This design comes from an exercise in tuning for small area on the open sky130 flow, not from production work.
Function was checked by simulation only, so behaviour that the tests miss may differ from the original.
No activity file was given, so power comes from the tool's default toggle rates.

Setup of rev 12:
==> flow/design.v <==
module alu_issue_stage #(
  parameter int NREG  = 16,
  parameter int IMM_W = 14
) (
  input  logic               Clk,
  input  logic               Rst,
  input  logic               In_Valid,
  output logic               In_Ready,
  input  logic [31:0]        Instr,
  input  logic               Hold,
  output logic signed [31:0] Reg1,
  output logic signed [31:0] Reg2,
  output logic [15:0]        IV,
  output logic [3:0]         OpCode,
  output logic [3:0]         Cond,
  output logic               S,
  output logic [3:0]         Flag,
  input  logic [31:0]        Result,
  input  logic [3:0]         New_Flag,
  output logic               Retire_Valid,
  output logic [3:0]         Retire_Rd,
  output logic [31:0]        Retire_Data,
  output logic               Retire_Pass,
  input  logic [3:0]         Dbg_Addr,
  output logic [31:0]        Dbg_Data
);
  logic [31:0]     rf [NREG];
  logic [NREG-1:0] rf_vld;
  logic [3:0]      flag_q;
  logic        ex_valid;
  logic [3:0]  ex_rn;
  logic [13:0] ex_lo;     
  logic        ex_i;
  logic [3:0]  ex_op;
  logic [3:0]  ex_cond;
  logic        ex_s;
  logic [3:0]  ex_rd;
  logic cond_pass;
  logic fn, fz, fc, fv;
  assign {fn, fz, fc, fv} = flag_q;
  always_comb begin
    cond_pass = 1'b0;
    case (ex_cond)
      4'h0: cond_pass = fz;
      4'h1: cond_pass = !fz;
      4'h2: cond_pass = fc;
      4'h3: cond_pass = !fc;
      4'h4: cond_pass = fn;
      4'h5: cond_pass = !fn;
      4'h6: cond_pass = fv;
      4'h7: cond_pass = !fv;
      4'h8: cond_pass = fc && !fz;
      4'h9: cond_pass = !fc || fz;
      4'hA: cond_pass = (fn == fv);
      4'hB: cond_pass = (fn != fv);
      4'hC: cond_pass = !fz && (fn == fv);
      4'hD: cond_pass = fz || (fn != fv);
      4'hE: cond_pass = 1'b1;
      default: cond_pass = 1'b0;
    endcase
  end
  logic commit;
  assign commit = ex_valid && cond_pass;
  always_ff @(posedge Clk) begin
    if (!Hold && commit) rf[ex_rd] <= Result;
  end
  always_ff @(posedge Clk or posedge Rst) begin
    if (Rst) begin
      rf_vld       <= '0;
      flag_q       <= '0;
      ex_valid     <= 1'b0;
      Retire_Valid <= 1'b0;
    end else if (Hold) begin
      Retire_Valid <= 1'b0;
    end else begin
      Retire_Valid <= ex_valid;
      if (commit) begin
        rf_vld[ex_rd] <= 1'b1;
        if (ex_s) flag_q <= New_Flag;
      end
      ex_valid <= In_Valid;
    end
  end
  always_ff @(posedge Clk) begin
    if (!Hold) begin
      ex_rn   <= Instr[17:14];
      ex_lo   <= Instr[13:0];
      ex_i    <= Instr[22];
      ex_op   <= Instr[27:24];
      ex_cond <= Instr[31:28];
      ex_s    <= Instr[23];
      ex_rd   <= Instr[21:18];
    end
  end
  always_ff @(posedge Clk) begin
    Retire_Rd   <= ex_rd;
    Retire_Data <= Result;
    Retire_Pass <= cond_pass;
  end
  logic [NREG-1:0] sel1, sel2, seld;
  always_comb begin
    for (int k = 0; k < NREG; k++) begin
      sel1[k] = rf_vld[k] && (ex_rn == k);
      sel2[k] = rf_vld[k] && !ex_i && (ex_lo[13:10] == k);
      seld[k] = rf_vld[k] && (Dbg_Addr == k);
    end
  end
  always_comb begin
    Reg1     = '0;
    Reg2     = '0;
    Dbg_Data = '0;
    for (int k = 0; k < NREG; k++) begin
      Reg1     = Reg1     | ({32{sel1[k]}} & rf[k]);
      Reg2     = Reg2     | ({32{sel2[k]}} & rf[k]);
      Dbg_Data = Dbg_Data | ({32{seld[k]}} & rf[k]);
    end
  end
  assign IV       = ex_i ? {{(16-IMM_W){1'b0}}, ex_lo} : 16'd0;
  assign In_Ready = ~Hold;
  assign OpCode   = ex_op;
  assign Cond     = ex_cond;
  assign S        = ex_s;
  assign Flag     = flag_q;
endmodule
clock: 4.5 ns
lec_check: 0
cap_margin: 20
core_margin: 2
core_utilization: 30
setup_slack_margin: 0.3
slew_margin: 20
run.sh (not shown) runs the stock make flow with config.mk's settings and CLKGATE_MAP_FILE= SYNTH_SCRIPT=/design/flow/synth_recipe.tcl, a recipe that flattens the netlist after the stock synthesis.
diff inputs: rev 12 => rev 13
==> flow/flow/run.sh (new file) <==
#!/bin/bash
# Standard ORFS layout with two changes: port buffers use the smallest
# buffer cell, and CTS uses small clock buffers without dummy loads.
set -euo pipefail
export BUFFER_PORTS_ARGS="-buffer_cell sky130_fd_sc_hd__buf_1"
export CTS_ARGS="-sink_clustering_enable -repair_clock_nets -dont_use_dummy_load -buf_list {sky130_fd_sc_hd__clkbuf_4 sky130_fd_sc_hd__clkbuf_8}"
bash standard.sh > flow_make.log 2>&1
==> flow/standard.sh (new file) <==
#!/bin/bash
# synth_recipe.tcl (not shown) runs the flow's synth.tcl, then flattens the netlist and writes it again
# the make line also repeats each setting of config.mk as NAME=value (left out here)
make -C /OpenROAD-flow-scripts/flow DESIGN_CONFIG=/design/flow/config.mk WORK_HOME=/design/flow/orfs CLKGATE_MAP_FILE= SYNTH_SCRIPT=/design/flow/synth_recipe.tcl "${@:-finish}"
diff --git a/flow/config.mk b/flow/config.mk
--- a/flow/config.mk
+++ b/flow/config.mk
@@ -9,4 +9,5 @@
 export CORE_MARGIN = 2
-export CORE_UTILIZATION = 30
-export SETUP_SLACK_MARGIN = 0.3
+export CORE_UTILIZATION = 55
+export CTS_BUF_LIST = sky130_fd_sc_hd__clkbuf_4 sky130_fd_sc_hd__clkbuf_8
+export SETUP_SLACK_MARGIN = 0
 export SLEW_MARGIN = 20
removed: flow/run.sh
Notes after the runs:
- Looking at final critical-path share of the clock period, rev 13 sits 2.5 points higher than rev 12 does.
- In rev 13 the total global-route track usage turned out 19 points higher than in rev 12.
- Post-layout worst setup margin, rev 13 and rev 12: larger value in rev 12
- Area after synthesis essentially unchanged between rev 13 and rev 12.
- The faster design of the two is rev 12; rev 13 tops out lower.
- Comparing met3 layer usage reported by global route for rev 13 and rev 12, the bigger number came from rev 13.

========
// alu_issue_stage: RTL as listed in full above, without the edits since
clock: 4.5 ns
lec_check: 0
cap_margin: 20
core_margin: 2
core_utilization: 55
setup_slack_margin: 0
slew_margin: 20
standard.sh (not shown) runs the stock make flow with config.mk's settings and CLKGATE_MAP_FILE= SYNTH_SCRIPT=/design/flow/synth_recipe.tcl, a recipe that flattens the netlist after the stock synthesis.
==> flow/flow/run.sh <==
#!/bin/bash
# Standard ORFS layout with two changes: port buffers use the smallest
# buffer cell, and CTS uses small clock buffers without dummy loads.
set -euo pipefail
export BUFFER_PORTS_ARGS="-buffer_cell sky130_fd_sc_hd__buf_1"
export CTS_ARGS="-sink_clustering_enable -repair_clock_nets -dont_use_dummy_load -buf_list {sky130_fd_sc_hd__clkbuf_4}"
bash standard.sh > flow_make.log 2>&1
Rerun with:
--- a/flow/flow/run.sh
+++ b/flow/flow/run.sh
@@ -6 +6 @@
-export CTS_ARGS="-sink_clustering_enable -repair_clock_nets -dont_use_dummy_load -buf_list {sky130_fd_sc_hd__clkbuf_4}"
+export CTS_ARGS="-sink_clustering_enable -repair_clock_nets -dont_use_dummy_load -buf_list {sky130_fd_sc_hd__clkbuf_4 sky130_fd_sc_hd__clkbuf_8}"
Settings changed: CAP_MARGIN 20 to 5, SLEW_MARGIN 20 to 5.
Result: Setup slack gains 0.094 ns; hold slack is better by 0.30 ns; sequential cell count is unchanged; wire length drops slightly; synthesized cell count stays the same; clock skew fell by 0.028 ns; sequential power is about the same.
Rerun with:
==> flow/run.sh (new file) <==
#!/bin/bash
# synth_recipe.tcl (not shown) runs the flow's synth.tcl, then flattens the netlist and writes it again
# the make line also repeats each setting of config.mk as NAME=value (left out here)
make -C /OpenROAD-flow-scripts/flow DESIGN_CONFIG=/design/flow/config.mk WORK_HOME=/design/flow/orfs CLKGATE_MAP_FILE= SYNTH_SCRIPT=/design/flow/synth_recipe.tcl finish
Settings changed: CAP_MARGIN 5 to 20, CTS_BUF_LIST set to sky130_fd_sc_hd__clkbuf_4 sky130_fd_sc_hd__clkbuf_8, SLEW_MARGIN 5 to 20.
removed: flow/flow/run.sh
removed: flow/standard.sh
Effect: Now the flow ran to the end with violations: negative setup slack; worst hold slack is better by 0.17 ns; die area stays the same; clock power climbs by a quarter to a third.

========
alu_issue_stage, a different RTL version from the one above (not shown whole).
For scale: ~2200 cells after synthesis, roughly 600 flip-flops, roughly 240 I/O pins, roughly 26000 µm² of cells after synthesis.
clock: 4.5 ns
lec_check: 0
cap_margin: 20
core_margin: 2
core_utilization: 55
setup_slack_margin: 0.05
slew_margin: 20
==> flow/flow/run.sh <==
#!/bin/bash
# Standard ORFS layout with two changes: port buffers use the smallest
# buffer cell, and CTS uses clkbuf_4 with 9-sink clusters (50 um diameter)
# and no dummy loads.
set -euo pipefail
export BUFFER_PORTS_ARGS="-buffer_cell sky130_fd_sc_hd__buf_1"
export CTS_ARGS="-sink_clustering_enable -repair_clock_nets -dont_use_dummy_load -sink_clustering_size 9 -sink_clustering_max_diameter 50 -buf_list {sky130_fd_sc_hd__clkbuf_4}"
bash standard.sh > flow_make.log 2>&1
The baseline finished with timing, DRC and antenna clean.
Edit:
==> flow/flow/run.sh (replaced) <==
#!/bin/bash
# Standard ORFS layout with these changes: port buffers use the smallest
# buffer cell; CTS uses clkbuf_4 with 10-sink clusters (50 um diameter) and
# no dummy loads and a clkbuf_8 root buffer; the large buffers (8x and up) are added to the
# platform's don't-use list (passed to make as a variable), so repair uses
# smaller ones.
set -euo pipefail
export BUFFER_PORTS_ARGS="-buffer_cell sky130_fd_sc_hd__buf_1"
export CTS_ARGS="-sink_clustering_enable -repair_clock_nets -dont_use_dummy_load -sink_clustering_size 10 -sink_clustering_max_diameter 50 -buf_list {sky130_fd_sc_hd__clkbuf_4} -root_buf sky130_fd_sc_hd__clkbuf_8"
PLAT=$(make -s -C "$FLOW_HOME" DESIGN_CONFIG="$PWD/config.mk" WORK_HOME="$PWD/orfs" print-DONT_USE_CELLS 2> print_dont_use.log | sed -n 's/^DONT_USE_CELLS: //p')
echo "$PLAT" | grep -q probe_p_8
EXTRA="sky130_fd_sc_hd__buf_8 sky130_fd_sc_hd__buf_12 sky130_fd_sc_hd__buf_16 sky130_fd_sc_hd__bufbuf_8 sky130_fd_sc_hd__bufbuf_16 sky130_fd_sc_hd__bufinv_8 sky130_fd_sc_hd__bufinv_16 sky130_fd_sc_hd__clkbuf_16"
echo "DONT_USE_CELLS=$PLAT $EXTRA" > dont_use.txt
bash standard.sh "DONT_USE_CELLS=$PLAT $EXTRA" finish > flow_make.log 2>&1
What happened: Global-route usage rises by 0.31 points; setup slack degrades by 0.019 ns; non-clock buffer count rises by 46; sequential power is about the same; total power rises by about 0.8%; worst hold slack improves by 0.20 ns; die area stays the same; sequential share of layout area rises by 0.33 points; clock skew falls by 0.020 ns; design area falls by 0.54%.
Edit:
--- a/flow/flow/run.sh
+++ b/flow/flow/run.sh
@@ -2,3 +2,3 @@
 # Standard ORFS layout with these changes: port buffers use the smallest
-# buffer cell; CTS uses clkbuf_4 with 10-sink clusters (50 um diameter) and
+# buffer cell; CTS uses clkbuf_4 with 9-sink clusters (50 um diameter) and
 # no dummy loads and a clkbuf_8 root buffer; the large buffers (8x and up) are added to the
@@ -8,3 +8,3 @@
 export BUFFER_PORTS_ARGS="-buffer_cell sky130_fd_sc_hd__buf_1"
-export CTS_ARGS="-sink_clustering_enable -repair_clock_nets -dont_use_dummy_load -sink_clustering_size 10 -sink_clustering_max_diameter 50 -buf_list {sky130_fd_sc_hd__clkbuf_4} -root_buf sky130_fd_sc_hd__clkbuf_8"
+export CTS_ARGS="-sink_clustering_enable -repair_clock_nets -dont_use_dummy_load -sink_clustering_size 9 -sink_clustering_max_diameter 50 -buf_list {sky130_fd_sc_hd__clkbuf_4} -root_buf sky130_fd_sc_hd__clkbuf_8"
 PLAT=$(make -s -C "$FLOW_HOME" DESIGN_CONFIG="$PWD/config.mk" WORK_HOME="$PWD/orfs" print-DONT_USE_CELLS 2> print_dont_use.log | sed -n 's/^DONT_USE_CELLS: //p')
=> The new run passed the timing, DRC and antenna checks. Fmax stays flat. Via count stays flat. Worst setup slack degrades by 0.0036 ns. Wire length is about the same. Non-clock buffer count does not change. Die area stays the same. Total power rose by about 0.43%.

[port drivers added, routing unchanged]
The results above use ideal ports. As a check the final layouts listed here were re-extracted and re-timed, cells and wires unchanged. Step 1 sets driving cells, clkbuf_16 on the clock port and buf_2 on the other inputs (assumed; they add their load-dependent delay and slew). Step 2 also shifts input and output timing later by t, the mid clock arrival at the registers, as if the neighbouring blocks saw the same clock. Slacks: ideal ports / drivers / drivers and shift; pairs: ideal ports / drivers.
| run | t, ns | setup WS [ns] | worst hold slack (ns) | cell pins on the clock port's net |
|---|---|---|---|---|
| rev 12 | 0.685 | 0.255 / 0.152 / 0.152 | 0.529 / 0.529 / 0.529 | 1 |
| rev 13 | 0.760 | 0.145 / 0.079 / 0.296 | 0.344 / 0.300 / 0.497 | 1 |
| the first run of note 2 | 1.085 | 0.051 / -0.011 / 0.337 | 0.039 / -0.001 / 0.495 | 1 |
| the second run of note 2 | 0.760 | 0.145 / 0.079 / 0.296 | 0.344 / 0.300 / 0.497 | 1 |
| the third run of note 2 | 0.768 | -0.011 / -0.068 / 0.009 | 0.511 / 0.511 / 0.511 | 1 |
| the first run of note 3 | 0.935 | 0.068 / 0.008 / 0.302 | 0.107 / 0.069 / 0.548 | 1 |
| the second run of note 3 | 0.750 | 0.049 / -0.014 / 0.269 | 0.309 / 0.271 / 0.507 | 1 |
| the third run of note 3 | 0.724 | 0.046 / -0.011 / 0.278 | 0.319 / 0.289 / 0.505 | 1 |
For rev 12, which loses most, drivers alone change the setup slack by -0.103 ns; drivers and shift together by -0.103 ns.
